From an optimization exercise on the open Yosys and OpenROAD flow, aimed at small area, a short achievable clock period and few clock cycles per item; shortcuts taken in it are not production practice. RTL that was checked went through simulation tests only; none was proved equivalent to the original. Function not checked in run 3: the RTL went through the layout flow alone.

## flow/design.v (module list and top-level ports; edited modules follow where they fit)
// module bcmd_fa: 10 lines
// module bcmd_xtree: 817 lines
// module bcmd_shtree: 78 lines
// module bcmd_filt: 182 lines
// module bcmd_q1tree: 318 lines
// module bcmd_ttree: 372 lines
// module bcmd_atree: 103 lines
// module bcmd_mixsum: 263 lines
// module bcmd_magtree: 137 lines
// module bcmd_integ: 167 lines
// module bcmd_target: 122 lines
// module balance_car_motor_drive: 331 lines
module balance_car_motor_drive (
  input  wire logic        clk_i,
  input  wire logic        rst_ni,
  input  wire logic        cfg_we_i,
  input  wire logic [2:0]  cfg_idx_i,
  input  wire logic [14:0] cfg_data_i,
  input  wire logic        s_axis_tvalid_i,
  output logic             s_axis_tready_o,
  input  wire logic [95:0] s_axis_tdata_i,
  output logic             m_axis_tvalid_o,
  input  wire logic        m_axis_tready_i,
  output logic [31:0]      m_axis_tdata_o
);
  // ...
==> flow/run.sh <==
#!/bin/bash
# synth_recipe.tcl (not shown) runs the flow's synth.tcl, then flattens the netlist and writes it again
# the make line also repeats each setting of config.mk as NAME=value (left out here)
make -C /OpenROAD-flow-scripts/flow DESIGN_CONFIG=/design/flow/config.mk WORK_HOME=/design/flow/orfs CLKGATE_MAP_FILE= SYNTH_SCRIPT=/design/flow/synth_recipe.tcl finish
==> flow/config.mk <==
export PLATFORM = sky130hd
export DESIGN_NAME = balance_car_motor_drive
export DESIGN_NICKNAME = balance_car_motor_drive
export VERILOG_FILES = /design/flow/design.v
export SDC_FILE = /design/flow/constraint.sdc
export NUM_CORES = 4
export LEC_CHECK = 0
export CAP_MARGIN = 20
export CORE_MARGIN = 2
export CORE_UTILIZATION = 75
export PLACE_DENSITY = 0.85
export SETUP_SLACK_MARGIN = 5
export SLEW_MARGIN = 20
export SYNTH_HIERARCHICAL = 1
export SYNTH_MINIMUM_KEEP_SIZE = 0
==> flow/constraint.sdc <==
create_clock -name core_clock -period 12.0 [get_ports {clk_i}]
set_input_delay 2.4000 -clock core_clock [delete_from_list [all_inputs] [get_ports {clk_i}]]
set_output_delay 2.4000 -clock core_clock [all_outputs]
set_load 0.01 [all_outputs]
==> results by group, run 1 <==
Worst setup path
  – Critical R2R Capture: odata_q[4]
  – Crit path kind: reg -> reg
  – CP Cell Sequence: ha_1, ha_1, nand4_1, nor2_1, xnor2_1, inv_1, ha_1, or3_1, a2111oi_0, o31ai_1, a221oi_1, o31a_2, or2_1, nor2_1, o31ai_1
  – Crit-path max FO: 24
  – Top delay family on crit path: compound AO/OA/AOI/OAI gates

Clocking
  – Clock sink total: 718
  – Root Buffer: clkbuf_16

Layout
  – Final instance area: 0.0733 mm²
  – Ant diodes: 1
  – Area Overhead vs Synth: 4.82%
  – CLK BUF: 99
  – Finished Core Util: 0.789
  – Multi-In Gates: between 4000 and 5000

Synthesis
  – Post-synth cell types: 124
  – Synth Cell Area: around 0.07 mm²
  – Syn Area/Cell: ~11 µm²
  – Synth Area in Compound Gates: 0.0914
  – Xor and xnor area share after synthesis: 0.0298
  – Top cells by area, synth: fa_1 26%, edfxtp_1 23%, ha_1 11%, dfrtp_1 4.2%, nand2_1 3.6%
  – Largest family of logic cells by synthesized area: adder cells

Outcome
  – Status: timing/DRC/antenna clean

Detailed routing
  – Post-DRT Antenna Nets: 0
  – Pre-antenna DRT Iters: 6

STA
  – Fmax: 191 MHz
  – WHS: between 300 and 400 ps
  – Final Max Slew Viols: 0
  – Worst Tran Pin Value: approximately 1100 ps
  – Final hold vios: 0
  – Setup-failing EPs final: 0

Global route
  – Initial antenna violation count: 8

Die
  – Die height: between 300 and 400 µm
  – Rows: approximately 110
  – CORE AREA: approximately 0.093 mm²

Placed design
  – Worst slack at placement: between 6000 and 7000 ps

Worst hold path
  – Hold Crit Class: reg -> reg
Testbench counts, summed over its fixed seeds: cycles 3,264, items 3,200.
==> run 2: changes to the inputs <==
--- a/flow/config.mk
+++ b/flow/config.mk
@@ -8,6 +8,6 @@
 export CAP_MARGIN = 20
 export CORE_MARGIN = 2
-export CORE_UTILIZATION = 75
-export PLACE_DENSITY = 0.85
+export CORE_UTILIZATION = 65
+export PLACE_DENSITY = 0.75
 export SETUP_SLACK_MARGIN = 5
 export SLEW_MARGIN = 20
==> results by group, run 2 <==
Clocking
  – # H-tree levels: 3
  – Clock Latency Late Sink: 670 ps
  – Post-cts hold buffer count: 0
  – Reg clk slew, reported paths: around 70 ps
  – Root Buffer: clkbuf_16
  – CTS tree: built
  – Post-CTS sizing: 0
  – Clock sink total: 718 (unchanged)
  – Setup bufs post-CTS: 0
  – CTS Buf Count: around 80
  – Clk buf depth: 3

Synthesis
  – Top cells by area, synth: fa_1 26%, edfxtp_1 23%, ha_1 11%, dfrtp_1 4.2%, nand2_1 3.6%
  – Most common cell in the netlist: fa_1
  – Ys async rst share: 0.206
  – Sequential-to-total area share from yosys stat: 0.294
  – Mapped Cells: roughly 6200
  – Prevailing post-synth register cell: edfxtp_1
  – Commonest cells in the netlist: 906 x fa_1, 670 x nand2_1, 623 x ha_1, 542 x edfxtp_1, 539 x inv_1
  – Synth Cell Area: 0.0699 mm² (unchanged)
  – Area leader, netlist: fa_1
  – Yosys warning total: 7
  – Top-area cell type share of the netlist area: 0.259
  – Syn Area/Cell: 11.3 µm² (unchanged)
  – EDFF count, synth: between 500 and 600
  – FF+latch count, synth: 718
  – Post-synth cell types: 124 (unchanged)

Die
  – Rows: 120 (+7.1%)
  – CORE AREA: 0.107 mm² (+15%)
  – Die height: 332 µm (+7.3%)
  – Die Wd: about 330 µm
  – Ports: 153
  – Die area: between 0.1 and 0.15 mm²
  – Initial core utilization: 0.654

Worst setup path
  – Register-to-Register Path Depth: 15
  – R2R Setup Slk: around 6900 ps
  – Critical Path Start: s6_vc
  – Worst EP arrival: roughly 5500 ps
  – Crit-path max FO: 23 (-4.2%)
  – Worst R2R Start: s6_vc
  – Startpoint Class: flip-flop
  – Crit path required time: around 12000 ps
  – Crit path kind: reg -> reg
  – Worst setup path endpoint: odata_q[14]
  – CP endpoint kind: flip-flop
  – Critical R2R Capture: odata_q[14]

Detailed routing
  – DRC: 0
  – WL final: 166000 µm
  – Post-DRT Antenna Nets: 0 (unchanged)
  – Initial DRC count: approximately 3800
  – Pre-antenna DRT Iters: 6 (unchanged)
  – Vias post-DR: 46000
  – Average wire per standard cell: 22.0 µm
  – Vias/cell: between 6 and 7

Outcome
  – Status: timing/DRC/antenna clean

Global route
  – Largest net degree at the start of global routing: 186
  – Total GRT Usage: 0.308
  – Global-route wire length before repair: roughly 270000 µm
  – Grt total ovfl: 0
  – Vias in the first global route: approximately 48000
  – Initial antenna violation count: 9 (+1)

Layout
  – Area Overhead vs Synth: 5.12%
  – Number of fill cells in the layout: between 8000 and 9000
  – Most frequent cells in the layout: 906 x fa_1, 670 x nand2_1, 623 x ha_1
  – Commonest non-fill, non-tap cell in the layout: fa_1
  – Post-Layout Cell Count: ~7600
  – Final net count: around 7700
  – Top Registers: s2_xa (36), s2_xb (36)
  – Layout cells sized above 1: 0.0701

STA
  – Final hold vios: 0 (unchanged)
  – Slew headroom: 0.260
  – Final Max Slew Viols: 0 (unchanged)
  – Min Tclk post-route: roughly 5000 ps
  – Final worst-path cycle share: 0.426
  – WHS: 409 ps (+11.0 ps)
  – Setup Total Neg Slack: 0 ps
  – Worst Tran Pin Value: 1110 ps (-4.41 ps)
  – Setup-failing EPs final: 0 (unchanged)
  – Unrepaired setup endpoints after global routing: no
  – Clock skew: 28.3 ps
  – Fmax: 195 MHz (+2.2%)

Flow run
  – Max Cap Viol: 0

Placed design
  – Gpl congestion: 0.939
  – Detailed Place HPWL: approximately 130000 µm
  – I/O Buffers: approximately 140
  – Dpl cells: 7403

Worst hold path
  – Hold Path Origin: s2_yaw[0]
  – Hold Crit Class: reg -> reg
run 2: worst min-delay path by stage:
stage | endpoint | slack (ps) | cells after the start
6_report | s3_yaw[0] | 410 | 0
5_1_grt | s5_bal[16] | 420 | 0
4_1_cts | s3_yaw[0] | 420 | 0
3_3_place_gp | s5_s | 400 | 0
2_1_floorplan | s2_gate | 400 | 0
3_5_place_dp | s2_mpos | 400 | 0
run 2: area by class of cell:
cell class | count | area [µm²] | share of cell area
repair buffers | 172 | 1670 | 0.0227
diodes | 2 | 5.00 | 0.0000681
well taps | 1403 | 1760 | 0.0239
multi-input cells | 4568 | 44700 | 0.608
flip-flops and latches | 718 | 20600 | 0.280
clock inverters | 49 | 562 | 0.00764
inverters | 542 | 2040 | 0.0277
clock buffers | 102 | 2220 | 0.0302
run 2: cell families after synthesis:
logic type / synth area share
adders and majority gates: 0.371
AOI/OAI and AO/OA: 0.0914
DFF: 0.294
other: 0.000268
xor gates and xnor gates: 0.0298
muxes: 0.0250
buffers and inverters: 0.0674
and+or+nand+nor: 0.121
run 2: worst max-delay path, stage by stage (launching register included):
cell,delay [ps]
edfxtp_1,520
ha_1,350
nand4_1,170
nor2_1,280
nand2_1,110
xor2_1,490
inv_1,200
ha_1,370
or4_1,580
nor3_1,210
o221ai_1,230
a311oi_2,240
buf_4,290
or2_2,320
mux2i_1,300
o21ai_0,130
run 2: modules after synthesis, one instance, submodules excluded, a selection:
module | cells | area (µm²) | times used
bcmd_filt | 193 | 1490 | 1
bcmd_integ | 372 | 2620 | 1
bcmd_mixsum | 456 | 3510 | 1
bcmd_xtree | 664 | 3470 | 1
bcmd_shtree | 133 | 1040 | 1
bcmd_atree | 223 | 1710 | 1
bcmd_ttree | 350 | 2340 | 1
bcmd_q1tree | 277 | 1930 | 1
bcmd_magtree | 187 | 1440 | 1
bcmd_target | 283 | 2140 | 1
bcmd_fa | 1 | 20.0 | 887
run 2: per-stage QoR:
| step | util | setup WS (ps) | instance area [µm²] |
|---|---|---|---|
| after global placement | 0.662 | 6360 | 70700 |
| after floorplan | - | 3500 | 70000 |
| final | 0.688 | 6880 | 73500 |
| after detailed placement | 0.662 | 6320 | 70700 |
| after CTS | 0.688 | 6870 | 73500 |
| after global routing | 0.688 | 6570 | 73500 |
run 2: metal layers:
metal	part of all wire	GRT usage
met1	0.41	0.415
met2	0.48	0.508
met3	0.074	0.0538
met4	0.035	0.107
met5	0.00034	0
==> module bcmd_mixsum, before the edit <==
module bcmd_mixsum (
  input  wire [28:0] ta,
  input  wire [28:0] tb,
  input  wire c8,
  input  wire nz,
  input  wire [19:0] bal,
  input  wire bc,
  input  wire [10:0] mag,
  input  wire s,
  output wire vc,
  output wire hp1,
  output wire h0,
  output wire hm1,
  output wire hm2,
  output wire hm3,
  output wire hneg,
  output wire [15:0] lsl,
  output wire [15:0] rsl
);
  wire c_1 = ta[0] ^ tb[0];
  wire c_2 = ta[0] & tb[0];
  wire c_3 = bal[0] ^ c8;
  wire c_4 = bal[0] & c8;
  wire c_5, c_6;
  bcmd_fa u_c_5 (.a(ta[1]), .b(tb[1]), .c(bal[1]), .s(c_5), .co(c_6));
  wire c_7 = ta[2] ^ tb[2];
  wire c_8 = ta[2] & tb[2];
  wire c_9 = ta[3] ^ tb[3];
  wire c_10 = ta[3] & tb[3];
  wire c_11 = ta[4] ^ tb[4];
  wire c_12 = ta[4] & tb[4];
  wire c_13 = ta[5] ^ tb[5];
  wire c_14 = ta[5] & tb[5];
  wire c_15 = ta[6] ^ tb[6];
  wire c_16 = ta[6] & tb[6];
  wire c_17 = ta[7] ^ tb[7];
  wire c_18 = ta[7] & tb[7];
  wire c_19 = ta[8] ^ tb[8];
  wire c_20 = ta[8] & tb[8];
  wire c_21 = ta[9] ^ tb[9];
  wire c_22 = ta[9] & tb[9];
  wire c_23 = ta[10] ^ tb[10];
  wire c_24 = ta[10] & tb[10];
  wire c_25 = ta[11] ^ tb[11];
  wire c_26 = ta[11] & tb[11];
  wire c_27 = ta[12] ^ tb[12];
  wire c_28 = ta[12] & tb[12];
  wire c_29 = ta[13] ^ tb[13];
  wire c_30 = ta[13] & tb[13];
  wire c_31 = ta[14] ^ tb[14];
  wire c_32 = ta[14] & tb[14];
  wire c_33 = ta[15] ^ tb[15];
  wire c_34 = ta[15] & tb[15];
  wire c_35 = ta[16] ^ tb[16];
  wire c_36 = ta[16] & tb[16];
  wire c_37 = ta[17] ^ tb[17];
  wire c_38 = ta[17] & tb[17];
  wire c_39 = ta[18] ^ tb[18];
  wire c_40 = ta[18] & tb[18];
  wire c_41, c_42;
  bcmd_fa u_c_41 (.a(ta[19]), .b(tb[19]), .c(~bal[19]), .s(c_41), .co(c_42));
  wire c_43 = ta[20] ^ tb[20];
  wire c_44 = ta[20] & tb[20];
  wire c_45 = ta[21] ^ tb[21];
  wire c_46 = ta[21] & tb[21];
  wire c_47 = ta[22] ^ tb[22];
  wire c_48 = ta[22] & tb[22];
  wire c_49 = ta[23] ^ tb[23];
  wire c_50 = ta[23] & tb[23];
  wire c_51 = ta[24] ^ tb[24];
  wire c_52 = ta[24] & tb[24];
  wire c_53 = ta[25] ^ tb[25];
  wire c_54 = ta[25] & tb[25];
  wire c_55 = ta[26] ^ tb[26];
  wire c_56 = ta[26] & tb[26];
  wire c_57 = ta[27] ^ tb[27];
  wire c_58 = ta[27] & tb[27];
  wire c_59 = ta[28] ^ tb[28];
  wire c_60 = ta[28] & tb[28];
  wire c_61 = bc ^ c_1;
  wire c_62 = bc & c_1;
  wire c_63, c_64;
  bcmd_fa u_c_63 (.a(c_2), .b(c_4), .c(c_5), .s(c_63), .co(c_64));
  wire c_65, c_66;
  bcmd_fa u_c_65 (.a(bal[2]), .b(c_6), .c(c_7), .s(c_65), .co(c_66));
  wire c_67, c_68;
  bcmd_fa u_c_67 (.a(bal[3]), .b(c_8), .c(c_9), .s(c_67), .co(c_68));
  wire c_69, c_70;
  bcmd_fa u_c_69 (.a(bal[4]), .b(c_10), .c(c_11), .s(c_69), .co(c_70));
  wire c_71, c_72;
  bcmd_fa u_c_71 (.a(bal[5]), .b(c_12), .c(c_13), .s(c_71), .co(c_72));
  wire c_73, c_74;
  bcmd_fa u_c_73 (.a(bal[6]), .b(c_14), .c(c_15), .s(c_73), .co(c_74));
  wire c_75, c_76;
  bcmd_fa u_c_75 (.a(bal[7]), .b(c_16), .c(c_17), .s(c_75), .co(c_76));
  wire c_77, c_78;
  bcmd_fa u_c_77 (.a(bal[8]), .b(c_18), .c(c_19), .s(c_77), .co(c_78));
  wire c_79, c_80;
  bcmd_fa u_c_79 (.a(bal[9]), .b(c_20), .c(c_21), .s(c_79), .co(c_80));
  wire c_81, c_82;
  bcmd_fa u_c_81 (.a(bal[10]), .b(c_22), .c(c_23), .s(c_81), .co(c_82));
  wire c_83, c_84;
  bcmd_fa u_c_83 (.a(bal[11]), .b(c_24), .c(c_25), .s(c_83), .co(c_84));
  wire c_85, c_86;
  bcmd_fa u_c_85 (.a(bal[12]), .b(c_26), .c(c_27), .s(c_85), .co(c_86));
  wire c_87, c_88;
  bcmd_fa u_c_87 (.a(bal[13]), .b(c_28), .c(c_29), .s(c_87), .co(c_88));
  wire c_89, c_90;
  bcmd_fa u_c_89 (.a(bal[14]), .b(c_30), .c(c_31), .s(c_89), .co(c_90));
  wire c_91, c_92;
  bcmd_fa u_c_91 (.a(bal[15]), .b(c_32), .c(c_33), .s(c_91), .co(c_92));
  wire c_93, c_94;
  bcmd_fa u_c_93 (.a(bal[16]), .b(c_34), .c(c_35), .s(c_93), .co(c_94));
  wire c_95, c_96;
  bcmd_fa u_c_95 (.a(bal[17]), .b(c_36), .c(c_37), .s(c_95), .co(c_96));
  wire c_97, c_98;
  bcmd_fa u_c_97 (.a(bal[18]), .b(c_38), .c(c_39), .s(c_97), .co(c_98));
  wire c_99 = 1'b1 ^ c_40 ^ c_41;
  wire c_100 = (1'b1 & c_40) | (1'b1 & c_41) | (c_40 & c_41);
  wire c_101 = 1'b1 ^ c_42 ^ c_43;
  wire c_102 = (1'b1 & c_42) | (1'b1 & c_43) | (c_42 & c_43);
  wire c_103 = 1'b1 ^ c_44 ^ c_45;
  wire c_104 = (1'b1 & c_44) | (1'b1 & c_45) | (c_44 & c_45);
  wire c_105 = 1'b1 ^ c_46 ^ c_47;
  wire c_106 = (1'b1 & c_46) | (1'b1 & c_47) | (c_46 & c_47);
  wire c_107 = 1'b1 ^ c_48 ^ c_49;
  wire c_108 = (1'b1 & c_48) | (1'b1 & c_49) | (c_48 & c_49);
  wire c_109 = 1'b1 ^ c_50 ^ c_51;
  wire c_110 = (1'b1 & c_50) | (1'b1 & c_51) | (c_50 & c_51);
  wire c_111 = 1'b1 ^ c_52 ^ c_53;
  wire c_112 = (1'b1 & c_52) | (1'b1 & c_53) | (c_52 & c_53);
  wire c_113 = 1'b1 ^ c_54 ^ c_55;
  wire c_114 = (1'b1 & c_54) | (1'b1 & c_55) | (c_54 & c_55);
  wire c_115 = 1'b1 ^ c_56 ^ c_57;
  wire c_116 = (1'b1 & c_56) | (1'b1 & c_57) | (c_56 & c_57);
  wire c_117 = 1'b1 ^ c_58 ^ c_59;
  wire c_118 = (1'b1 & c_58) | (1'b1 & c_59) | (c_58 & c_59);
  wire [28:0] th = ta + tb + {28'd0, c8};
  assign vc = th[28] && nz;
  wire [15:0] h = {c_116, c_114, c_112, c_110, c_108, c_106, c_104, c_102, c_100, c_98, c_96, c_94, c_92, c_90, c_88, c_86} + {c_117, c_115, c_113, c_111, c_109, c_107, c_105, c_103, c_101, c_99, c_97, c_95, c_93, c_91, c_89, c_87};
  assign hp1 = h == 16'h0001;
  assign h0  = h == 16'h0000;
  assign hm1 = h == 16'hffff;
  assign hm2 = h == 16'hfffe;
  assign hm3 = h == 16'hfffd;
  assign hneg = h[15];
  wire [11:0] vl = {1'b0, mag} ^ {12{~s}};
  wire [11:0] vr = {1'b0, mag} ^ {12{s}};
  wire l_1 = c_3 ^ c_61;
  wire l_2 = c_3 & c_61;
  wire l_3 = c_62 ^ c_63;
  wire l_4 = c_62 & c_63;
  wire l_5 = c_64 ^ c_65;
  wire l_6 = c_64 & c_65;
  wire l_7 = c_66 ^ c_67;
  wire l_8 = c_66 & c_67;
  wire l_9 = c_68 ^ c_69;
  wire l_10 = c_68 & c_69;
  wire l_11 = c_70 ^ c_71;
  wire l_12 = c_70 & c_71;
  wire l_13 = c_72 ^ c_73;
  wire l_14 = c_72 & c_73;
  wire l_15 = c_74 ^ c_75;
  wire l_16 = c_74 & c_75;
  wire l_17 = c_76 ^ c_77;
  wire l_18 = c_76 & c_77;
  wire l_19 = c_78 ^ c_79;
  wire l_20 = c_78 & c_79;
  wire l_21 = c_80 ^ c_81;
  wire l_22 = c_80 & c_81;
  wire l_23, l_24;
  bcmd_fa u_l_23 (.a(c_82), .b(c_83), .c(~vl[11]), .s(l_23), .co(l_24));
  wire l_25 = c_84 ^ c_85;
  wire l_26 = c_84 & c_85;
  wire l_27 = vl[0] ^ ~s;
  wire l_28 = vl[0] & ~s;
  wire l_29, l_30;
  bcmd_fa u_l_29 (.a(vl[1]), .b(l_2), .c(l_3), .s(l_29), .co(l_30));
  wire l_31, l_32;
  bcmd_fa u_l_31 (.a(vl[2]), .b(l_4), .c(l_5), .s(l_31), .co(l_32));
  wire l_33, l_34;
  bcmd_fa u_l_33 (.a(vl[3]), .b(l_6), .c(l_7), .s(l_33), .co(l_34));
  wire l_35, l_36;
  bcmd_fa u_l_35 (.a(vl[4]), .b(l_8), .c(l_9), .s(l_35), .co(l_36));
  wire l_37, l_38;
  bcmd_fa u_l_37 (.a(vl[5]), .b(l_10), .c(l_11), .s(l_37), .co(l_38));
  wire l_39, l_40;
  bcmd_fa u_l_39 (.a(vl[6]), .b(l_12), .c(l_13), .s(l_39), .co(l_40));
  wire l_41, l_42;
  bcmd_fa u_l_41 (.a(vl[7]), .b(l_14), .c(l_15), .s(l_41), .co(l_42));
  wire l_43, l_44;
  bcmd_fa u_l_43 (.a(vl[8]), .b(l_16), .c(l_17), .s(l_43), .co(l_44));
  wire l_45, l_46;
  bcmd_fa u_l_45 (.a(vl[9]), .b(l_18), .c(l_19), .s(l_45), .co(l_46));
  wire l_47, l_48;
  bcmd_fa u_l_47 (.a(vl[10]), .b(l_20), .c(l_21), .s(l_47), .co(l_48));
  wire l_49 = 1'b1 ^ l_22 ^ l_23;
  wire l_50 = (1'b1 & l_22) | (1'b1 & l_23) | (l_22 & l_23);
  wire l_51 = 1'b1 ^ l_24 ^ l_25;
  wire l_52 = (1'b1 & l_24) | (1'b1 & l_25) | (l_24 & l_25);
  wire l_53 = 1'b1 ^ l_26;
  wire l_54 = 1'b1 & l_26;
  wire [15:0] l_ra = {1'b1, 1'b1, l_52, l_50, l_48, l_46, l_44, l_42, l_40, l_38, l_36, l_34, l_32, l_30, l_28, l_1};
  wire [15:0] l_rb = {1'b0, l_54, l_53, l_51, l_49, l_47, l_45, l_43, l_41, l_39, l_37, l_35, l_33, l_31, l_29, l_27};
  assign lsl = 16'(l_ra + l_rb);
  wire r_1 = c_3 ^ c_61;
  wire r_2 = c_3 & c_61;
  wire r_3 = c_62 ^ c_63;
  wire r_4 = c_62 & c_63;
  wire r_5 = c_64 ^ c_65;
  wire r_6 = c_64 & c_65;
  wire r_7 = c_66 ^ c_67;
  wire r_8 = c_66 & c_67;
  wire r_9 = c_68 ^ c_69;
  wire r_10 = c_68 & c_69;
  wire r_11 = c_70 ^ c_71;
  wire r_12 = c_70 & c_71;
  wire r_13 = c_72 ^ c_73;
  wire r_14 = c_72 & c_73;
  wire r_15 = c_74 ^ c_75;
  wire r_16 = c_74 & c_75;
  wire r_17 = c_76 ^ c_77;
  wire r_18 = c_76 & c_77;
  wire r_19 = c_78 ^ c_79;
  wire r_20 = c_78 & c_79;
  wire r_21 = c_80 ^ c_81;
  wire r_22 = c_80 & c_81;
  wire r_23, r_24;
  bcmd_fa u_r_23 (.a(c_82), .b(c_83), .c(~vr[11]), .s(r_23), .co(r_24));
  wire r_25 = c_84 ^ c_85;
  wire r_26 = c_84 & c_85;
  wire r_27 = vr[0] ^ s;
  wire r_28 = vr[0] & s;
  wire r_29, r_30;
  bcmd_fa u_r_29 (.a(vr[1]), .b(r_2), .c(r_3), .s(r_29), .co(r_30));
  wire r_31, r_32;
  bcmd_fa u_r_31 (.a(vr[2]), .b(r_4), .c(r_5), .s(r_31), .co(r_32));
  wire r_33, r_34;
  bcmd_fa u_r_33 (.a(vr[3]), .b(r_6), .c(r_7), .s(r_33), .co(r_34));
  wire r_35, r_36;
  bcmd_fa u_r_35 (.a(vr[4]), .b(r_8), .c(r_9), .s(r_35), .co(r_36));
  wire r_37, r_38;
  bcmd_fa u_r_37 (.a(vr[5]), .b(r_10), .c(r_11), .s(r_37), .co(r_38));
  wire r_39, r_40;
  bcmd_fa u_r_39 (.a(vr[6]), .b(r_12), .c(r_13), .s(r_39), .co(r_40));
  wire r_41, r_42;
  bcmd_fa u_r_41 (.a(vr[7]), .b(r_14), .c(r_15), .s(r_41), .co(r_42));
  wire r_43, r_44;
  bcmd_fa u_r_43 (.a(vr[8]), .b(r_16), .c(r_17), .s(r_43), .co(r_44));
  wire r_45, r_46;
  bcmd_fa u_r_45 (.a(vr[9]), .b(r_18), .c(r_19), .s(r_45), .co(r_46));
  wire r_47, r_48;
  bcmd_fa u_r_47 (.a(vr[10]), .b(r_20), .c(r_21), .s(r_47), .co(r_48));
  wire r_49 = 1'b1 ^ r_22 ^ r_23;
  wire r_50 = (1'b1 & r_22) | (1'b1 & r_23) | (r_22 & r_23);
  wire r_51 = 1'b1 ^ r_24 ^ r_25;
  wire r_52 = (1'b1 & r_24) | (1'b1 & r_25) | (r_24 & r_25);
  wire r_53 = 1'b1 ^ r_26;
  wire r_54 = 1'b1 & r_26;
  wire [15:0] r_ra = {1'b1, 1'b1, r_52, r_50, r_48, r_46, r_44, r_42, r_40, r_38, r_36, r_34, r_32, r_30, r_28, r_1};
  wire [15:0] r_rb = {1'b0, r_54, r_53, r_51, r_49, r_47, r_45, r_43, r_41, r_39, r_37, r_35, r_33, r_31, r_29, r_27};
  assign rsl = 16'(r_ra + r_rb);
endmodule
==> module bcmd_integ, before the edit <==
module bcmd_integ (
  input  wire [15:0] ig,
  input  wire [17:0] t,
  input  wire c2,
  input  wire mneg,
  input  wire mpos,
  input  wire [7:0] spd,
  input  wire [14:0] lim,
  output wire [15:0] integ
);
  wire i_1 = ig[0] ^ t[0];
  wire i_2 = ig[0] & t[0];
  wire i_3 = c2 ^ ((mneg & spd[0]) | (mpos & ~spd[0]));
  wire i_4 = c2 & ((mneg & spd[0]) | (mpos & ~spd[0]));
  wire i_5, i_6;
  bcmd_fa u_i_5 (.a(ig[1]), .b(t[1]), .c(((mneg & spd[1]) | (mpos & ~spd[1]))), .s(i_5), .co(i_6));
  wire i_7 = ig[2] ^ t[2];
  wire i_8 = ig[2] & t[2];
  wire i_9 = ig[3] ^ t[3];
  wire i_10 = ig[3] & t[3];
  wire i_11 = ig[4] ^ t[4];
  wire i_12 = ig[4] & t[4];
  wire i_13 = ig[5] ^ t[5];
  wire i_14 = ig[5] & t[5];
  wire i_15 = ig[6] ^ t[6];
  wire i_16 = ig[6] & t[6];
  wire i_17 = ig[7] ^ t[7];
  wire i_18 = ig[7] & t[7];
  wire i_19, i_20;
  bcmd_fa u_i_19 (.a(ig[8]), .b(t[8]), .c(~mpos), .s(i_19), .co(i_20));
  wire i_21 = ig[9] ^ t[9];
  wire i_22 = ig[9] & t[9];
  wire i_23 = ig[10] ^ t[10];
  wire i_24 = ig[10] & t[10];
  wire i_25 = ig[11] ^ t[11];
  wire i_26 = ig[11] & t[11];
  wire i_27 = ig[12] ^ t[12];
  wire i_28 = ig[12] & t[12];
  wire i_29 = ig[13] ^ t[13];
  wire i_30 = ig[13] & t[13];
  wire i_31 = ig[14] ^ t[14];
  wire i_32 = ig[14] & t[14];
  wire i_33 = mpos ^ i_1;
  wire i_34 = mpos & i_1;
  wire i_35, i_36;
  bcmd_fa u_i_35 (.a(i_2), .b(i_4), .c(i_5), .s(i_35), .co(i_36));
  wire i_37, i_38;
  bcmd_fa u_i_37 (.a(((mneg & spd[2]) | (mpos & ~spd[2]))), .b(i_6), .c(i_7), .s(i_37), .co(i_38));
  wire i_39, i_40;
  bcmd_fa u_i_39 (.a(((mneg & spd[3]) | (mpos & ~spd[3]))), .b(i_8), .c(i_9), .s(i_39), .co(i_40));
  wire i_41, i_42;
  bcmd_fa u_i_41 (.a(((mneg & spd[4]) | (mpos & ~spd[4]))), .b(i_10), .c(i_11), .s(i_41), .co(i_42));
  wire i_43, i_44;
  bcmd_fa u_i_43 (.a(((mneg & spd[5]) | (mpos & ~spd[5]))), .b(i_12), .c(i_13), .s(i_43), .co(i_44));
  wire i_45, i_46;
  bcmd_fa u_i_45 (.a(((mneg & spd[6]) | (mpos & ~spd[6]))), .b(i_14), .c(i_15), .s(i_45), .co(i_46));
  wire i_47, i_48;
  bcmd_fa u_i_47 (.a(((mneg & spd[7]) | (mpos & ~spd[7]))), .b(i_16), .c(i_17), .s(i_47), .co(i_48));
  wire i_49 = 1'b1 ^ i_18 ^ i_19;
  wire i_50 = (1'b1 & i_18) | (1'b1 & i_19) | (i_18 & i_19);
  wire i_51 = 1'b1 ^ i_20 ^ i_21;
  wire i_52 = (1'b1 & i_20) | (1'b1 & i_21) | (i_20 & i_21);
  wire i_53 = 1'b1 ^ i_22 ^ i_23;
  wire i_54 = (1'b1 & i_22) | (1'b1 & i_23) | (i_22 & i_23);
  wire i_55 = 1'b1 ^ i_24 ^ i_25;
  wire i_56 = (1'b1 & i_24) | (1'b1 & i_25) | (i_24 & i_25);
  wire i_57 = 1'b1 ^ i_26 ^ i_27;
  wire i_58 = (1'b1 & i_26) | (1'b1 & i_27) | (i_26 & i_27);
  wire i_59 = 1'b1 ^ i_28 ^ i_29;
  wire i_60 = (1'b1 & i_28) | (1'b1 & i_29) | (i_28 & i_29);
  wire i_61 = 1'b1 ^ i_30 ^ i_31;
  wire i_62 = (1'b1 & i_30) | (1'b1 & i_31) | (i_30 & i_31);
  wire i_63, i_64;
  bcmd_fa u_i_63 (.a(~ig[15]), .b(t[15]), .c(i_32), .s(i_63), .co(i_64));
  wire i_65 = t[16] ^ 1'b1;
  wire i_66 = t[16] & 1'b1;
  wire [19:0] v = {1'b1, 1'b1, ~t[17], i_64, i_62, i_60, i_58, i_56, i_54, i_52, i_50, i_48, i_46, i_44, i_42, i_40, i_38, i_36, i_34, i_3} + {1'b0, 1'b0, i_66, i_65, i_63, i_61, i_59, i_57, i_55, i_53, i_51, i_49, i_47, i_45, i_43, i_41, i_39, i_37, i_35, i_33};
  wire [19:0] hsum;
  wire h_1 = i_3 ^ i_33;
  wire h_2 = i_3 & i_33;
  wire h_3, h_4;
  bcmd_fa u_h_3 (.a(i_34), .b(i_35), .c(~lim[1]), .s(h_3), .co(h_4));
  wire h_5, h_6;
  bcmd_fa u_h_5 (.a(i_36), .b(i_37), .c(~lim[2]), .s(h_5), .co(h_6));
  wire h_7, h_8;
  bcmd_fa u_h_7 (.a(i_38), .b(i_39), .c(~lim[3]), .s(h_7), .co(h_8));
  wire h_9, h_10;
  bcmd_fa u_h_9 (.a(i_40), .b(i_41), .c(~lim[4]), .s(h_9), .co(h_10));
  wire h_11, h_12;
  bcmd_fa u_h_11 (.a(i_42), .b(i_43), .c(~lim[5]), .s(h_11), .co(h_12));
  wire h_13, h_14;
  bcmd_fa u_h_13 (.a(i_44), .b(i_45), .c(~lim[6]), .s(h_13), .co(h_14));
  wire h_15, h_16;
  bcmd_fa u_h_15 (.a(i_46), .b(i_47), .c(~lim[7]), .s(h_15), .co(h_16));
  wire h_17, h_18;
  bcmd_fa u_h_17 (.a(i_48), .b(i_49), .c(~lim[8]), .s(h_17), .co(h_18));
  wire h_19, h_20;
  bcmd_fa u_h_19 (.a(i_50), .b(i_51), .c(~lim[9]), .s(h_19), .co(h_20));
  wire h_21, h_22;
  bcmd_fa u_h_21 (.a(i_52), .b(i_53), .c(~lim[10]), .s(h_21), .co(h_22));
  wire h_23, h_24;
  bcmd_fa u_h_23 (.a(i_54), .b(i_55), .c(~lim[11]), .s(h_23), .co(h_24));
  wire h_25, h_26;
  bcmd_fa u_h_25 (.a(i_56), .b(i_57), .c(~lim[12]), .s(h_25), .co(h_26));
  wire h_27, h_28;
  bcmd_fa u_h_27 (.a(i_58), .b(i_59), .c(~lim[13]), .s(h_27), .co(h_28));
  wire h_29, h_30;
  bcmd_fa u_h_29 (.a(i_60), .b(i_61), .c(~lim[14]), .s(h_29), .co(h_30));
  wire h_31 = i_62 ^ i_63 ^ 1'b1;
  wire h_32 = (i_62 & i_63) | (i_62 & 1'b1) | (i_63 & 1'b1);
  wire h_33 = i_64 ^ i_65 ^ 1'b1;
  wire h_34 = (i_64 & i_65) | (i_64 & 1'b1) | (i_65 & 1'b1);
  wire h_35 = ~t[17] ^ i_66 ^ 1'b1;
  wire h_36 = (~t[17] & i_66) | (~t[17] & 1'b1) | (i_66 & 1'b1);
  wire h_37 = 1'b1 ^ 1'b0 ^ 1'b1;
  wire h_38 = (1'b1 & 1'b0) | (1'b1 & 1'b1) | (1'b0 & 1'b1);
  wire h_39 = 1'b1 ^ 1'b0 ^ 1'b1;
  wire h_40 = (1'b1 & 1'b0) | (1'b1 & 1'b1) | (1'b0 & 1'b1);
  wire [19:0] h_ra = {h_38, h_36, h_34, h_32, h_30, h_28, h_26, h_24, h_22, h_20, h_18, h_16, h_14, h_12, h_10, h_8, h_6, h_4, h_2, ~lim[0]};
  wire [19:0] h_rb = {h_39, h_37, h_35, h_33, h_31, h_29, h_27, h_25, h_23, h_21, h_19, h_17, h_15, h_13, h_11, h_9, h_7, h_5, h_3, h_1};
  assign hsum = 20'(h_ra + h_rb);
  wire [19:0] osum;
  wire o_1 = i_3 ^ i_33;
  wire o_2 = i_3 & i_33;
  wire o_3, o_4;
  bcmd_fa u_o_3 (.a(i_34), .b(i_35), .c(lim[1]), .s(o_3), .co(o_4));
  wire o_5, o_6;
  bcmd_fa u_o_5 (.a(i_36), .b(i_37), .c(lim[2]), .s(o_5), .co(o_6));
  wire o_7, o_8;
  bcmd_fa u_o_7 (.a(i_38), .b(i_39), .c(lim[3]), .s(o_7), .co(o_8));
  wire o_9, o_10;
  bcmd_fa u_o_9 (.a(i_40), .b(i_41), .c(lim[4]), .s(o_9), .co(o_10));
  wire o_11, o_12;
  bcmd_fa u_o_11 (.a(i_42), .b(i_43), .c(lim[5]), .s(o_11), .co(o_12));
  wire o_13, o_14;
  bcmd_fa u_o_13 (.a(i_44), .b(i_45), .c(lim[6]), .s(o_13), .co(o_14));
  wire o_15, o_16;
  bcmd_fa u_o_15 (.a(i_46), .b(i_47), .c(lim[7]), .s(o_15), .co(o_16));
  wire o_17, o_18;
  bcmd_fa u_o_17 (.a(i_48), .b(i_49), .c(lim[8]), .s(o_17), .co(o_18));
  wire o_19, o_20;
  bcmd_fa u_o_19 (.a(i_50), .b(i_51), .c(lim[9]), .s(o_19), .co(o_20));
  wire o_21, o_22;
  bcmd_fa u_o_21 (.a(i_52), .b(i_53), .c(lim[10]), .s(o_21), .co(o_22));
  wire o_23, o_24;
  bcmd_fa u_o_23 (.a(i_54), .b(i_55), .c(lim[11]), .s(o_23), .co(o_24));
  wire o_25, o_26;
  bcmd_fa u_o_25 (.a(i_56), .b(i_57), .c(lim[12]), .s(o_25), .co(o_26));
  wire o_27, o_28;
  bcmd_fa u_o_27 (.a(i_58), .b(i_59), .c(lim[13]), .s(o_27), .co(o_28));
  wire o_29, o_30;
  bcmd_fa u_o_29 (.a(i_60), .b(i_61), .c(lim[14]), .s(o_29), .co(o_30));
  wire o_31 = i_62 ^ i_63;
  wire o_32 = i_62 & i_63;
  wire o_33 = i_64 ^ i_65;
  wire o_34 = i_64 & i_65;
  wire o_35 = ~t[17] ^ i_66;
  wire o_36 = ~t[17] & i_66;
  wire o_37 = 1'b1 ^ 1'b0;
  wire o_38 = 1'b1 & 1'b0;
  wire o_39 = 1'b1 ^ 1'b0;
  wire o_40 = 1'b1 & 1'b0;
  wire [19:0] o_ra = {o_38, o_36, o_34, o_32, o_30, o_28, o_26, o_24, o_22, o_20, o_18, o_16, o_14, o_12, o_10, o_8, o_6, o_4, o_2, lim[0]};
  wire [19:0] o_rb = {o_39, o_37, o_35, o_33, o_31, o_29, o_27, o_25, o_23, o_21, o_19, o_17, o_15, o_13, o_11, o_9, o_7, o_5, o_3, o_1};
  assign osum = 20'(o_ra + o_rb);
  assign integ = !hsum[19] ? {1'b0, lim} : osum[19] ? -{1'b0, lim} : v[15:0];
endmodule
==> module balance_car_motor_drive, before the edit <==
module balance_car_motor_drive (
  input  wire logic        clk_i,
  input  wire logic        rst_ni,
  input  wire logic        cfg_we_i,
  input  wire logic [2:0]  cfg_idx_i,
  input  wire logic [14:0] cfg_data_i,
  input  wire logic        s_axis_tvalid_i,
  output logic             s_axis_tready_o,
  input  wire logic [95:0] s_axis_tdata_i,
  output logic             m_axis_tvalid_o,
  input  wire logic        m_axis_tready_i,
  output logic [31:0]      m_axis_tdata_o
);
  logic [9:0]  bkp_q, vkp_q, vki_q;
  logic [13:0] bkd_q;
  logic [12:0] pwm_lim_q;
  logic [14:0] int_lim_q;
  logic [7:0]  drv_spd_q;
  logic [5:0]  trn_lim_q;
  always_ff @(posedge clk_i or negedge rst_ni) begin
    if (!rst_ni) begin
      bkp_q     <= 10'd340;
      bkd_q     <= 14'd4096;
      vkp_q     <= 10'd80;
      vki_q     <= 10'd102;
      pwm_lim_q <= 13'd7000;
      int_lim_q <= 15'd6000;
      drv_spd_q <= 8'd20;
      trn_lim_q <= 6'd30;
    end else if (cfg_we_i) begin
      unique case (cfg_idx_i)
        3'd0: bkp_q     <= cfg_data_i[9:0];
        3'd1: bkd_q     <= cfg_data_i[13:0];
        3'd2: vkp_q     <= cfg_data_i[9:0];
        3'd3: vki_q     <= cfg_data_i[9:0];
        3'd4: pwm_lim_q <= cfg_data_i[12:0];
        3'd5: int_lim_q <= cfg_data_i[14:0];
        3'd6: drv_spd_q <= cfg_data_i[7:0];
        3'd7: trn_lim_q <= cfg_data_i[5:0];
        default: ;
      endcase
    end
  end
  logic v1_q, v2_q, v3_q, v4_q, v5_q, v6_q;
  logic ovalid_q, svalid_q, tready_q;
  logic [27:0] odata_q, sdata_q;
  logic adv, acc_in;
  assign adv    = !svalid_q;
  assign acc_in = s_axis_tvalid_i && adv;
  logic fwd_q;
  logic dec_fwd, dec_back;
  logic [7:0] in_cmd;
  assign in_cmd = s_axis_tdata_i[91:84];
  always_comb begin
    dec_fwd  = fwd_q;
    dec_back = s_axis_tdata_i[92];
    if (in_cmd[7]) begin
      if (in_cmd[5]) begin
        dec_fwd  = 1'b1;
        dec_back = 1'b0;
      end
      if (in_cmd[4]) begin
        dec_fwd  = 1'b0;
        dec_back = 1'b1;
      end
    end else begin
      dec_fwd  = 1'b0;
      dec_back = 1'b0;
    end
  end
  logic [16:0] s1_angle;
  logic [18:0] s1_rate;
  logic [15:0] s1_yaw;
  logic [16:0] s1_sum;
  logic        s1_mneg, s1_mpos, s1_turn, s1_tl, s1_gate, s1_stop;
  always_ff @(posedge clk_i) begin
    if (adv) begin
      s1_angle <= s_axis_tdata_i[16:0];
      s1_rate  <= s_axis_tdata_i[35:17];
      s1_yaw   <= (dec_fwd || dec_back) ? s_axis_tdata_i[51:36] : 16'd0;
      s1_sum   <= {s_axis_tdata_i[67], s_axis_tdata_i[67:52]}
                  + {s_axis_tdata_i[83], s_axis_tdata_i[83:68]};
      s1_mneg  <= dec_fwd && !dec_back;
      s1_mpos  <= dec_back && !dec_fwd;
      s1_turn  <= in_cmd[3];
      s1_tl    <= in_cmd[1];
      s1_gate  <= s_axis_tdata_i[94] && !s_axis_tdata_i[93];
      s1_stop  <= s_axis_tdata_i[93];
    end
  end
  logic [35:0] st1_xa, st1_xb;
  logic [15:0] st1_sh;
  bcmd_xtree u_xtree (.a(s1_angle), .r(s1_rate), .kp(bkp_q), .kd(bkd_q),
                      .xan(st1_xa), .xbn(st1_xb));
  bcmd_shtree u_shtree (.sm(s1_sum), .sh(st1_sh));
  logic [35:0] s2_xa, s2_xb;
  logic [15:0] s2_sh;
  logic        s2_slnz;
  logic [9:0]  s2_stepl;
  logic [15:0] s2_yaw;
  logic        s2_mneg, s2_mpos, s2_turn, s2_tl, s2_gate, s2_stop;
  always_ff @(posedge clk_i) begin
    if (adv) begin
      s2_xa    <= st1_xa;
      s2_xb    <= st1_xb;
      s2_sh    <= st1_sh;
      s2_slnz  <= s1_sum[7:0] != 8'd0;
      s2_stepl <= bcmd_pkg::step_of(s1_sum);
      s2_yaw   <= s1_yaw;
      s2_mneg  <= s1_mneg;
      s2_mpos  <= s1_mpos;
      s2_turn  <= s1_turn;
      s2_tl    <= s1_tl;
      s2_gate  <= s1_gate;
      s2_stop  <= s1_stop;
    end
  end
  logic [17:0] filt_t_q;
  logic        filt_c_q;
  logic [15:0] target_q;
  logic        started_q;
  logic [9:0]  stepv_q;
  logic [17:0] st2_tn;
  bcmd_filt u_filt (.t(filt_t_q), .c2(filt_c_q), .sh(s2_sh), .tn(st2_tn));
  logic [9:0]  st2_step;
  logic [15:0] st2_target;
  assign st2_step = started_q ? stepv_q : s2_stepl;
  bcmd_target u_target (.tg(target_q), .step(st2_step), .tl(s2_tl), .turn(s2_turn),
                        .lim(trn_lim_q), .target(st2_target));
  logic [35:0] st2_x;
  assign st2_x = ~s2_xa + ~s2_xb;
  always_ff @(posedge clk_i or negedge rst_ni) begin
    if (!rst_ni) begin
      filt_t_q  <= '0;
      filt_c_q  <= 1'b0;
      target_q  <= '0;
      started_q <= 1'b0;
    end else if (adv && v2_q) begin
      filt_t_q  <= st2_tn;
      filt_c_q  <= st2_tn[17] && s2_slnz;
      target_q  <= st2_target;
      started_q <= s2_turn;
    end
  end
  always_ff @(posedge clk_i) begin
    if (adv && v2_q) stepv_q <= st2_step;
  end
  logic [19:0] s3_bal;
  logic        s3_bc;
  logic [17:0] s3_ft;
  logic        s3_fc;
  logic [15:0] s3_yaw;
  logic        s3_mneg, s3_mpos, s3_gate, s3_stop;
  always_ff @(posedge clk_i) begin
    if (adv) begin
      s3_bal  <= st2_x[35:16];
      s3_ft   <= st2_tn;
      s3_fc   <= st2_tn[17] && s2_slnz;
      s3_bc   <= st2_x[35] && (st2_x[15:0] != 16'd0);
      s3_yaw  <= s2_yaw;
      s3_mneg <= s2_mneg;
      s3_mpos <= s2_mpos;
      s3_gate <= s2_gate;
      s3_stop <= s2_stop;
    end
  end
  logic [15:0] integ_q;
  logic [15:0] st3_integ;
  bcmd_integ u_integ (.ig(integ_q), .t(s3_ft), .c2(s3_fc), .mneg(s3_mneg),
                      .mpos(s3_mpos), .spd(drv_spd_q), .lim(int_lim_q), .integ(st3_integ));
  always_ff @(posedge clk_i or negedge rst_ni) begin
    if (!rst_ni) begin
      integ_q <= '0;
    end else if (adv && v3_q) begin
      integ_q <= s3_stop ? 16'd0 : st3_integ;
    end
  end
  logic [28:0] st3_qa, st3_qb;
  bcmd_q1tree u_q1 (.t(s3_ft), .c2(s3_fc), .k(vkp_q), .qa(st3_qa), .qb(st3_qb));
  logic        st3_s, st3_cz;
  logic [15:0] st3_xs;
  bcmd_atree u_atree (.yaw(s3_yaw), .tg(target_q), .s(st3_s), .xs(st3_xs), .cz(st3_cz));
  logic [19:0] s4_bal;
  logic        s4_bc;
  logic [28:0] s4_qa, s4_qb;
  logic [15:0] s4_ig;
  logic [15:0] s4_xs;
  logic        s4_cz, s4_s, s4_gate;
  always_ff @(posedge clk_i) begin
    if (adv) begin
      s4_bal  <= s3_bal;
      s4_bc   <= s3_bc;
      s4_qa   <= st3_qa;
      s4_ig   <= st3_integ;
      s4_qb   <= st3_qb;
      s4_xs   <= st3_xs;
      s4_cz   <= st3_cz;
      s4_s    <= st3_s;
      s4_gate <= s3_gate;
    end
  end
  logic [28:0] st4_ta, st4_tb;
  logic        st4_c8, st4_nz;
  logic [10:0] st4_mag;
  bcmd_ttree u_ttree (.qa(s4_qa), .qb(s4_qb), .ig(s4_ig), .k(vki_q), .ta(st4_ta), .tb(st4_tb),
                      .c8(st4_c8), .nz(st4_nz));
  bcmd_magtree u_mag (.xs(s4_xs), .cz(s4_cz), .mag(st4_mag));
  logic [19:0] s5_bal;
  logic        s5_bc;
  logic [28:0] s5_ta, s5_tb;
  logic        s5_c8, s5_nz;
  logic [10:0] s5_mag;
  logic        s5_s, s5_gate;
  always_ff @(posedge clk_i) begin
    if (adv) begin
      s5_bal  <= s4_bal;
      s5_bc   <= s4_bc;
      s5_ta   <= st4_ta;
      s5_tb   <= st4_tb;
      s5_c8   <= st4_c8;
      s5_nz   <= st4_nz;
      s5_mag  <= st4_mag;
      s5_s    <= s4_s;
      s5_gate <= s4_gate;
    end
  end
  logic        st5_vc, st5_hp1, st5_h0, st5_hm1, st5_hm2, st5_hm3, st5_hneg;
  logic [15:0] st5_lsl, st5_rsl;
  bcmd_mixsum u_mix (.ta(s5_ta), .tb(s5_tb), .c8(s5_c8), .nz(s5_nz), .bal(s5_bal), .bc(s5_bc),
                     .mag(s5_mag), .s(s5_s), .vc(st5_vc), .hp1(st5_hp1), .h0(st5_h0),
                     .hm1(st5_hm1), .hm2(st5_hm2), .hm3(st5_hm3), .hneg(st5_hneg),
                     .lsl(st5_lsl), .rsl(st5_rsl));
  logic [15:0] s6_lsl, s6_rsl;
  logic        s6_vc, s6_hp1, s6_h0, s6_hm1, s6_hm2, s6_hm3, s6_hneg, s6_gate;
  always_ff @(posedge clk_i) begin
    if (adv) begin
      s6_lsl  <= st5_lsl;
      s6_rsl  <= st5_rsl;
      s6_vc   <= st5_vc;
      s6_hp1  <= st5_hp1;
      s6_h0   <= st5_h0;
      s6_hm1  <= st5_hm1;
      s6_hm2  <= st5_hm2;
      s6_hm3  <= st5_hm3;
      s6_hneg <= st5_hneg;
      s6_gate <= s5_gate;
    end
  end
  function automatic logic [13:0] drive(input logic [15:0] sl, input logic vc,
                                        input logic hp1, input logic h0, input logic hm1,
                                        input logic hm2, input logic hm3, input logic hneg,
                                        input logic [12:0] pl, input logic on);
    logic [13:0] lo1;
    logic [12:0] lo;
    logic [2:0]  c;
    logic        is0, ism1, neg;
    logic [13:0] lp;
    lo1  = {1'b0, sl[12:0]} + {13'd0, vc};
    lo   = lo1[12:0];
    c    = sl[15:13] + {2'd0, lo1[13]};
    is0  = (c == 3'b111 && hp1) || (c == 3'b000 && h0) || (c == 3'b001 && hm1) ||
           (c == 3'b010 && hm2);
    ism1 = (c == 3'b111 && h0) || (c == 3'b000 && hm1) || (c == 3'b001 && hm2) ||
           (c == 3'b010 && hm3);
    neg  = hneg && !(hm1 && c == 3'b010);
    lp   = {1'b0, lo} + {1'b0, pl};
    if (!on) begin
      drive = {1'b1, 13'd0};
    end else if (is0) begin
      drive[12:0] = (lo > pl) ? pl : lo;
      drive[13]   = (lo == 13'd0) || (pl == 13'd0);
    end else if (ism1) begin
      drive[12:0] = lp[13] ? -lo : pl;
      drive[13]   = 1'b1;
    end else begin
      drive[12:0] = pl;
      drive[13]   = neg || (pl == 13'd0);
    end
  endfunction
  logic [27:0] st6_res;
  assign st6_res = {drive(s6_rsl, s6_vc, s6_hp1, s6_h0, s6_hm1, s6_hm2, s6_hm3, s6_hneg,
                          pwm_lim_q, s6_gate),
                    drive(s6_lsl, s6_vc, s6_hp1, s6_h0, s6_hm1, s6_hm2, s6_hm3, s6_hneg,
                          pwm_lim_q, s6_gate)};
  logic exit_v, take;
  assign exit_v = v6_q && adv;
  assign take   = ovalid_q && m_axis_tready_i;
  always_ff @(posedge clk_i or negedge rst_ni) begin
    if (!rst_ni) begin
      fwd_q    <= 1'b0;
      v1_q     <= 1'b0;
      v2_q     <= 1'b0;
      v3_q     <= 1'b0;
      v4_q     <= 1'b0;
      v5_q     <= 1'b0;
      v6_q     <= 1'b0;
      ovalid_q <= 1'b0;
      svalid_q <= 1'b0;
      tready_q <= 1'b1;
    end else begin
      if (acc_in) fwd_q <= dec_fwd;
      if (adv) begin
        v1_q <= acc_in;
        v2_q <= v1_q;
        v3_q <= v2_q;
        v4_q <= v3_q;
        v5_q <= v4_q;
        v6_q <= v5_q;
      end
      if (!ovalid_q || take) begin
        ovalid_q <= svalid_q || exit_v;
        svalid_q <= 1'b0;
        tready_q <= 1'b1;
      end else if (exit_v) begin
        svalid_q <= 1'b1;
        tready_q <= 1'b0;
      end
    end
  end
  always_ff @(posedge clk_i) begin
    if (!ovalid_q || take) begin
      odata_q <= svalid_q ? sdata_q : st6_res;
    end
    if (!svalid_q) begin
      sdata_q <= st6_res;
    end
  end
  assign s_axis_tready_o = tready_q;
  assign m_axis_tvalid_o = ovalid_q;
  assign m_axis_tdata_o  = {4'd0, odata_q};
endmodule
==> run 3: changes to the inputs <==
--- a/flow/design.v
+++ b/flow/design.v
@@ -2352,5 +2352,5 @@
   wire [15:0] l_ra = {1'b1, 1'b1, l_52, l_50, l_48, l_46, l_44, l_42, l_40, l_38, l_36, l_34, l_32, l_30, l_28, l_1};
   wire [15:0] l_rb = {1'b0, l_54, l_53, l_51, l_49, l_47, l_45, l_43, l_41, l_39, l_37, l_35, l_33, l_31, l_29, l_27};
-  assign lsl = 16'(l_ra + l_rb);
+  assign lsl = 16'(l_ra + l_rb + {15'd0, vc});
   wire r_1 = c_3 ^ c_61;
   wire r_2 = c_3 & c_61;
@@ -2409,5 +2409,5 @@
   wire [15:0] r_ra = {1'b1, 1'b1, r_52, r_50, r_48, r_46, r_44, r_42, r_40, r_38, r_36, r_34, r_32, r_30, r_28, r_1};
   wire [15:0] r_rb = {1'b0, r_54, r_53, r_51, r_49, r_47, r_45, r_43, r_41, r_39, r_37, r_35, r_33, r_31, r_29, r_27};
-  assign rsl = 16'(r_ra + r_rb);
+  assign rsl = 16'(r_ra + r_rb + {15'd0, vc});
 endmodule
 module bcmd_magtree (
@@ -2552,16 +2552,15 @@
   input  wire [17:0] t,
   input  wire c2,
-  input  wire mneg,
+  input  wire [8:0] nm,
   input  wire mpos,
-  input  wire [7:0] spd,
   input  wire [14:0] lim,
   output wire [15:0] integ
 );
-  wire i_1 = ig[0] ^ t[0];
-  wire i_2 = ig[0] & t[0];
-  wire i_3 = c2 ^ ((mneg & spd[0]) | (mpos & ~spd[0]));
-  wire i_4 = c2 & ((mneg & spd[0]) | (mpos & ~spd[0]));
-  wire i_5, i_6;
-  bcmd_fa u_i_5 (.a(ig[1]), .b(t[1]), .c(((mneg & spd[1]) | (mpos & ~spd[1]))), .s(i_5), .co(i_6));
+  wire i_1 = ig[8] ^ t[8];
+  wire i_2 = ig[8] & t[8];
+  wire i_3 = ig[0] ^ t[0];
+  wire i_4 = ig[0] & t[0];
+  wire i_5 = ig[1] ^ t[1];
+  wire i_6 = ig[1] & t[1];
   wire i_7 = ig[2] ^ t[2];
   wire i_8 = ig[2] & t[2];
@@ -2576,8 +2575,8 @@
   wire i_17 = ig[7] ^ t[7];
   wire i_18 = ig[7] & t[7];
-  wire i_19, i_20;
-  bcmd_fa u_i_19 (.a(ig[8]), .b(t[8]), .c(~mpos), .s(i_19), .co(i_20));
-  wire i_21 = ig[9] ^ t[9];
-  wire i_22 = ig[9] & t[9];
+  wire i_19 = nm[8] ^ ~mpos ^ 1'b1;
+  wire i_20 = (nm[8] & ~mpos) | (nm[8] & 1'b1) | (~mpos & 1'b1);
+  wire i_21 = ig[9] ^ t[9] ^ 1'b1;
+  wire i_22 = (ig[9] & t[9]) | (ig[9] & 1'b1) | (t[9] & 1'b1);
   wire i_23 = ig[10] ^ t[10];
   wire i_24 = ig[10] & t[10];
@@ -2590,24 +2589,24 @@
   wire i_31 = ig[14] ^ t[14];
   wire i_32 = ig[14] & t[14];
-  wire i_33 = mpos ^ i_1;
-  wire i_34 = mpos & i_1;
+  wire i_33 = c2 ^ nm[0];
+  wire i_34 = c2 & nm[0];
   wire i_35, i_36;
-  bcmd_fa u_i_35 (.a(i_2), .b(i_4), .c(i_5), .s(i_35), .co(i_36));
+  bcmd_fa u_i_35 (.a(nm[1]), .b(i_4), .c(i_5), .s(i_35), .co(i_36));
   wire i_37, i_38;
-  bcmd_fa u_i_37 (.a(((mneg & spd[2]) | (mpos & ~spd[2]))), .b(i_6), .c(i_7), .s(i_37), .co(i_38));
+  bcmd_fa u_i_37 (.a(nm[2]), .b(i_6), .c(i_7), .s(i_37), .co(i_38));
   wire i_39, i_40;
-  bcmd_fa u_i_39 (.a(((mneg & spd[3]) | (mpos & ~spd[3]))), .b(i_8), .c(i_9), .s(i_39), .co(i_40));
+  bcmd_fa u_i_39 (.a(nm[3]), .b(i_8), .c(i_9), .s(i_39), .co(i_40));
   wire i_41, i_42;
-  bcmd_fa u_i_41 (.a(((mneg & spd[4]) | (mpos & ~spd[4]))), .b(i_10), .c(i_11), .s(i_41), .co(i_42));
+  bcmd_fa u_i_41 (.a(nm[4]), .b(i_10), .c(i_11), .s(i_41), .co(i_42));
   wire i_43, i_44;
-  bcmd_fa u_i_43 (.a(((mneg & spd[5]) | (mpos & ~spd[5]))), .b(i_12), .c(i_13), .s(i_43), .co(i_44));
+  bcmd_fa u_i_43 (.a(nm[5]), .b(i_12), .c(i_13), .s(i_43), .co(i_44));
   wire i_45, i_46;
-  bcmd_fa u_i_45 (.a(((mneg & spd[6]) | (mpos & ~spd[6]))), .b(i_14), .c(i_15), .s(i_45), .co(i_46));
+  bcmd_fa u_i_45 (.a(nm[6]), .b(i_14), .c(i_15), .s(i_45), .co(i_46));
   wire i_47, i_48;
-  bcmd_fa u_i_47 (.a(((mneg & spd[7]) | (mpos & ~spd[7]))), .b(i_16), .c(i_17), .s(i_47), .co(i_48));
-  wire i_49 = 1'b1 ^ i_18 ^ i_19;
-  wire i_50 = (1'b1 & i_18) | (1'b1 & i_19) | (i_18 & i_19);
-  wire i_51 = 1'b1 ^ i_20 ^ i_21;
-  wire i_52 = (1'b1 & i_20) | (1'b1 & i_21) | (i_20 & i_21);
+  bcmd_fa u_i_47 (.a(nm[7]), .b(i_16), .c(i_17), .s(i_47), .co(i_48));
+  wire i_49, i_50;
+  bcmd_fa u_i_49 (.a(i_1), .b(i_18), .c(i_19), .s(i_49), .co(i_50));
+  wire i_51, i_52;
+  bcmd_fa u_i_51 (.a(i_2), .b(i_20), .c(i_21), .s(i_51), .co(i_52));
   wire i_53 = 1'b1 ^ i_22 ^ i_23;
   wire i_54 = (1'b1 & i_22) | (1'b1 & i_23) | (i_22 & i_23);
@@ -2912,5 +2911,6 @@
   logic [18:0] s1_rate;
   logic [15:0] s1_yaw;
-  logic [16:0] s1_sum;
+  logic [12:0] s1_slo;
+  logic [3:0]  s1_lh, s1_rh;
   logic        s1_mneg, s1_mpos, s1_turn, s1_tl, s1_gate, s1_stop;
   always_ff @(posedge clk_i) begin
@@ -2919,6 +2919,7 @@
       s1_rate  <= s_axis_tdata_i[35:17];
       s1_yaw   <= (dec_fwd || dec_back) ? s_axis_tdata_i[51:36] : 16'd0;
-      s1_sum   <= {s_axis_tdata_i[67], s_axis_tdata_i[67:52]}
-                  + {s_axis_tdata_i[83], s_axis_tdata_i[83:68]};
+      s1_slo   <= {1'b0, s_axis_tdata_i[63:52]} + {1'b0, s_axis_tdata_i[79:68]};
+      s1_lh    <= s_axis_tdata_i[67:64];
+      s1_rh    <= s_axis_tdata_i[83:80];
       s1_mneg  <= dec_fwd && !dec_back;
       s1_mpos  <= dec_back && !dec_fwd;
@@ -2933,5 +2934,7 @@
   bcmd_xtree u_xtree (.a(s1_angle), .r(s1_rate), .kp(bkp_q), .kd(bkd_q),
                       .xan(st1_xa), .xbn(st1_xb));
-  bcmd_shtree u_shtree (.sm(s1_sum), .sh(st1_sh));
+  logic [16:0] st1_sum;
+  assign st1_sum = {{s1_lh[3], s1_lh} + {s1_rh[3], s1_rh} + {4'd0, s1_slo[12]}, s1_slo[11:0]};
+  bcmd_shtree u_shtree (.sm(st1_sum), .sh(st1_sh));
   logic [35:0] s2_xa, s2_xb;
   logic [15:0] s2_sh;
@@ -2945,6 +2948,6 @@
       s2_xb    <= st1_xb;
       s2_sh    <= st1_sh;
-      s2_slnz  <= s1_sum[7:0] != 8'd0;
-      s2_stepl <= bcmd_pkg::step_of(s1_sum);
+      s2_slnz  <= s1_slo[7:0] != 8'd0;
+      s2_stepl <= bcmd_pkg::step_of(st1_sum);
       s2_yaw   <= s1_yaw;
       s2_mneg  <= s1_mneg;
@@ -2991,5 +2994,6 @@
   logic        s3_fc;
   logic [15:0] s3_yaw;
-  logic        s3_mneg, s3_mpos, s3_gate, s3_stop;
+  logic [8:0]  s3_nm;
+  logic        s3_mpos, s3_gate, s3_stop;
   always_ff @(posedge clk_i) begin
     if (adv) begin
@@ -2999,5 +3003,5 @@
       s3_bc   <= st2_x[35] && (st2_x[15:0] != 16'd0);
       s3_yaw  <= s2_yaw;
-      s3_mneg <= s2_mneg;
+      s3_nm   <= s2_mneg ? {1'b0, drv_spd_q} : s2_mpos ? 9'd256 - {1'b0, drv_spd_q} : 9'd0;
       s3_mpos <= s2_mpos;
       s3_gate <= s2_gate;
@@ -3007,6 +3011,6 @@
   logic [15:0] integ_q;
   logic [15:0] st3_integ;
-  bcmd_integ u_integ (.ig(integ_q), .t(s3_ft), .c2(s3_fc), .mneg(s3_mneg),
-                      .mpos(s3_mpos), .spd(drv_spd_q), .lim(int_lim_q), .integ(st3_integ));
+  bcmd_integ u_integ (.ig(integ_q), .t(s3_ft), .c2(s3_fc), .nm(s3_nm), .mpos(s3_mpos),
+                      .lim(int_lim_q), .integ(st3_integ));
   always_ff @(posedge clk_i or negedge rst_ni) begin
     if (!rst_ni) begin
@@ -3072,10 +3076,9 @@
                      .lsl(st5_lsl), .rsl(st5_rsl));
   logic [15:0] s6_lsl, s6_rsl;
-  logic        s6_vc, s6_hp1, s6_h0, s6_hm1, s6_hm2, s6_hm3, s6_hneg, s6_gate;
+  logic        s6_hp1, s6_h0, s6_hm1, s6_hm2, s6_hm3, s6_hneg, s6_gate;
   always_ff @(posedge clk_i) begin
     if (adv) begin
       s6_lsl  <= st5_lsl;
       s6_rsl  <= st5_rsl;
-      s6_vc   <= st5_vc;
       s6_hp1  <= st5_hp1;
       s6_h0   <= st5_h0;
@@ -3087,16 +3090,14 @@
     end
   end
-  function automatic logic [13:0] drive(input logic [15:0] sl, input logic vc,
+  function automatic logic [13:0] drive(input logic [15:0] sl,
                                         input logic hp1, input logic h0, input logic hm1,
                                         input logic hm2, input logic hm3, input logic hneg,
                                         input logic [12:0] pl, input logic on);
-    logic [13:0] lo1;
     logic [12:0] lo;
     logic [2:0]  c;
     logic        is0, ism1, neg;
     logic [13:0] lp;
-    lo1  = {1'b0, sl[12:0]} + {13'd0, vc};
-    lo   = lo1[12:0];
-    c    = sl[15:13] + {2'd0, lo1[13]};
+    lo   = sl[12:0];
+    c    = sl[15:13];
     is0  = (c == 3'b111 && hp1) || (c == 3'b000 && h0) || (c == 3'b001 && hm1) ||
            (c == 3'b010 && hm2);
@@ -3119,7 +3120,7 @@
   endfunction
   logic [27:0] st6_res;
-  assign st6_res = {drive(s6_rsl, s6_vc, s6_hp1, s6_h0, s6_hm1, s6_hm2, s6_hm3, s6_hneg,
+  assign st6_res = {drive(s6_rsl, s6_hp1, s6_h0, s6_hm1, s6_hm2, s6_hm3, s6_hneg,
                           pwm_lim_q, s6_gate),
-                    drive(s6_lsl, s6_vc, s6_hp1, s6_h0, s6_hm1, s6_hm2, s6_hm3, s6_hneg,
+                    drive(s6_lsl, s6_hp1, s6_h0, s6_hm1, s6_hm2, s6_hm3, s6_hneg,
                           pwm_lim_q, s6_gate)};
   logic exit_v, take;
==> results by group, run 3 <==
Die
  – Rows: 120 (unchanged)
  – Ports: 153 (unchanged)
  – Initial core utilization: 0.654 (about the same)
  – Die area: 0.110 mm² (about the same)

STA
  – Setup-failing EPs final: 0 (unchanged)
  – Final Max Slew Viols: 0 (unchanged)
  – Slew headroom: 0.231 (-0.0288)
  – Unrepaired setup endpoints after global routing: no
  – Setup Total Neg Slack: 0 ps (unchanged)
  – Setup ws final: 6940 ps (+56.4 ps)
  – Final worst-path cycle share: 0.422 (-0.00470)
  – Fmax: 198 MHz (+1.1%)
  – Final hold vios: 0 (unchanged)

Global route
  – Largest net degree at the start of global routing: 165 (-11%)
  – Grt total ovfl: 0 (unchanged)
  – Vias in the first global route: 48800 (+1.6%)

Layout
  – Final instance area: 0.0737 mm² (+0.30%)
  – Layout cells sized above 1: 0.0706 (+0.000543)
  – Post-Layout Cell Count: 7539 (-0.22%)
  – Finished Core Util: 0.690 (+0.00207)
  – Most frequent cells in the layout: 910 x fa_1, 672 x nand2_1, 611 x ha_1
  – Final net count: 7701 (-0.39%)

Worst setup path
  – CP Cell Sequence: ha_1, a21o_1, a21o_1, a21oi_1, o211ai_1, a21oi_1, o41ai_1, xnor2_1, nand2_1, fa_1, inv_1, fa_1, a21o_1, a21oi_1, nor2b_1, o41ai_1, o21ai_0, nor4_1, nor3_1, xnor2_1
  – Worst EP arrival: 5470 ps (about the same)
  – CP endpoint kind: flip-flop
  – Crit path required time: 12410 ps (+50 ps)
  – R2R Setup Slk: 6940 ps (+60 ps)
  – Crit-path max FO: 3 (-87%)
  – Slowest cell on the critical path: o41ai_1
  – Critical R2R Capture: s6_lsl[14]
  – Register-to-Register Path Depth: 20 (+5)

Outcome
  – Status: timing/DRC/antenna clean

Clocking
  – # H-tree levels: 3 (unchanged)
  – Reg clk slew, reported paths: 60 ps (about the same)
  – Setup bufs post-CTS: 0 (unchanged)
  – Clk buf depth: 3 (unchanged)

Detailed routing
  – Post-DRT Antenna Nets: 0 (unchanged)
  – Average wire per standard cell: 22.4 µm (+1.6%)
  – Pre-antenna DRT Iters: 6 (unchanged)

Worst hold path
  – Min-Delay Endpoint: s4_bal[4]
  – Hold Crit Class: reg -> reg
  – Hold Path Origin: s3_bal[4]

Placed design
  – I/O Buffers: 144 (unchanged)
  – Detailed Place HPWL: 128000 µm (+0.67%)
  – Placed inst area: 0.0708 mm² (about the same)

Synthesis
  – Mapped Cells: 6184 (-0.47%)
  – Yosys warning total: 7 (unchanged)
## run 3: worst max-delay path by stage
stage                       start          end  depth (start not counted)
6_report                 s5_ta[9]   s6_lsl[14]                         20
5_1_grt                  s5_ta[0]   s6_lsl[14]                         20
4_1_cts                  s5_ta[9]   s6_lsl[14]                         20
3_5_place_dp   s_axis_tdata_i[52]   s1_slo[12]                         12
3_3_place_gp   s_axis_tdata_i[52]   s1_slo[10]                         12
2_1_floorplan            svalid_q  odata_q[14]                          6
## run 3: cell type report
| cell class | instances | area (µm²) | area share |
|---|---|---|---|
| flip-flops and latches | 729 | 20900 | 0.284 |
| clock buffers | 107 | 2260 | 0.0307 |
| inverters | 543 | 2040 | 0.0277 |
| multi-input cells | 4521 | 44300 | 0.601 |
| diodes | 4 | 10.0 | 0.000136 |
| well taps | 1403 | 1760 | 0.0238 |
| repair buffers | 181 | 1760 | 0.0238 |
| clock inverters | 51 | 659 | 0.00894 |
## run 3: metal layers
layer / vias up / wire length [µm] / track usage
li1: 20600 / - / -
met1: 23500 / 68400 / 0.415
met2: 1936 / 79800 / 0.511
met3: 403 / 13500 / 0.0628
met4: 4 / 6940 / 0.117
met5: - / 21 / 0
## run 3: per-stage QoR
step | hold slack, ps
finish | 406
global route | 419
CTS | 410
detailed placement | 405
global placement | 402
floorplan | 400
## run 3: worst max-delay path: cells and delay by family (launching register included)
kind            cells  cell delay (ps)
fa+ha+maj           3             1020
simple gates        4              740
flops               1              390
buf+inv             1               60
compound gates     10             2310
xor+xnor            2              280

port drivers added, routing unchanged:
Ports are ideal in the flow. The routed layouts listed here were re-timed in OpenROAD. Step 1 sets driving cells, clkbuf_16 on the clock port and buf_2 on the other inputs (assumed; they add their load-dependent delay and slew). Step 2 moves the port delays by t, midway between the first and last clock arrival at a register: inputs arrive t later, outputs are due t later. That takes back most of the time a late clock gives input paths. Slacks: ideal / step 1 / step 2; pairs: ideal / step 1.
run	shift t [ns]	setup WS [ns]	worst hold slack (ns)	clock arrival spread, ns	cell pins on the clock port's net
run 1	0.754	6.772 / 6.772 / 6.155	0.398 / 0.398 / 0.398	0.044 / 0.043	1
run 2	0.736	6.882 / 6.882 / 6.335	0.409 / 0.409 / 0.409	0.031 / 0.031	1
run 3	0.732	6.938 / 6.938 / 6.930	0.406 / 0.406 / 0.406	0.041 / 0.041	1
After both steps every run listed still meets setup and hold. For run 1, which loses most, drivers alone change the setup slack by 0.000 ns; drivers and shift together by -0.617 ns.
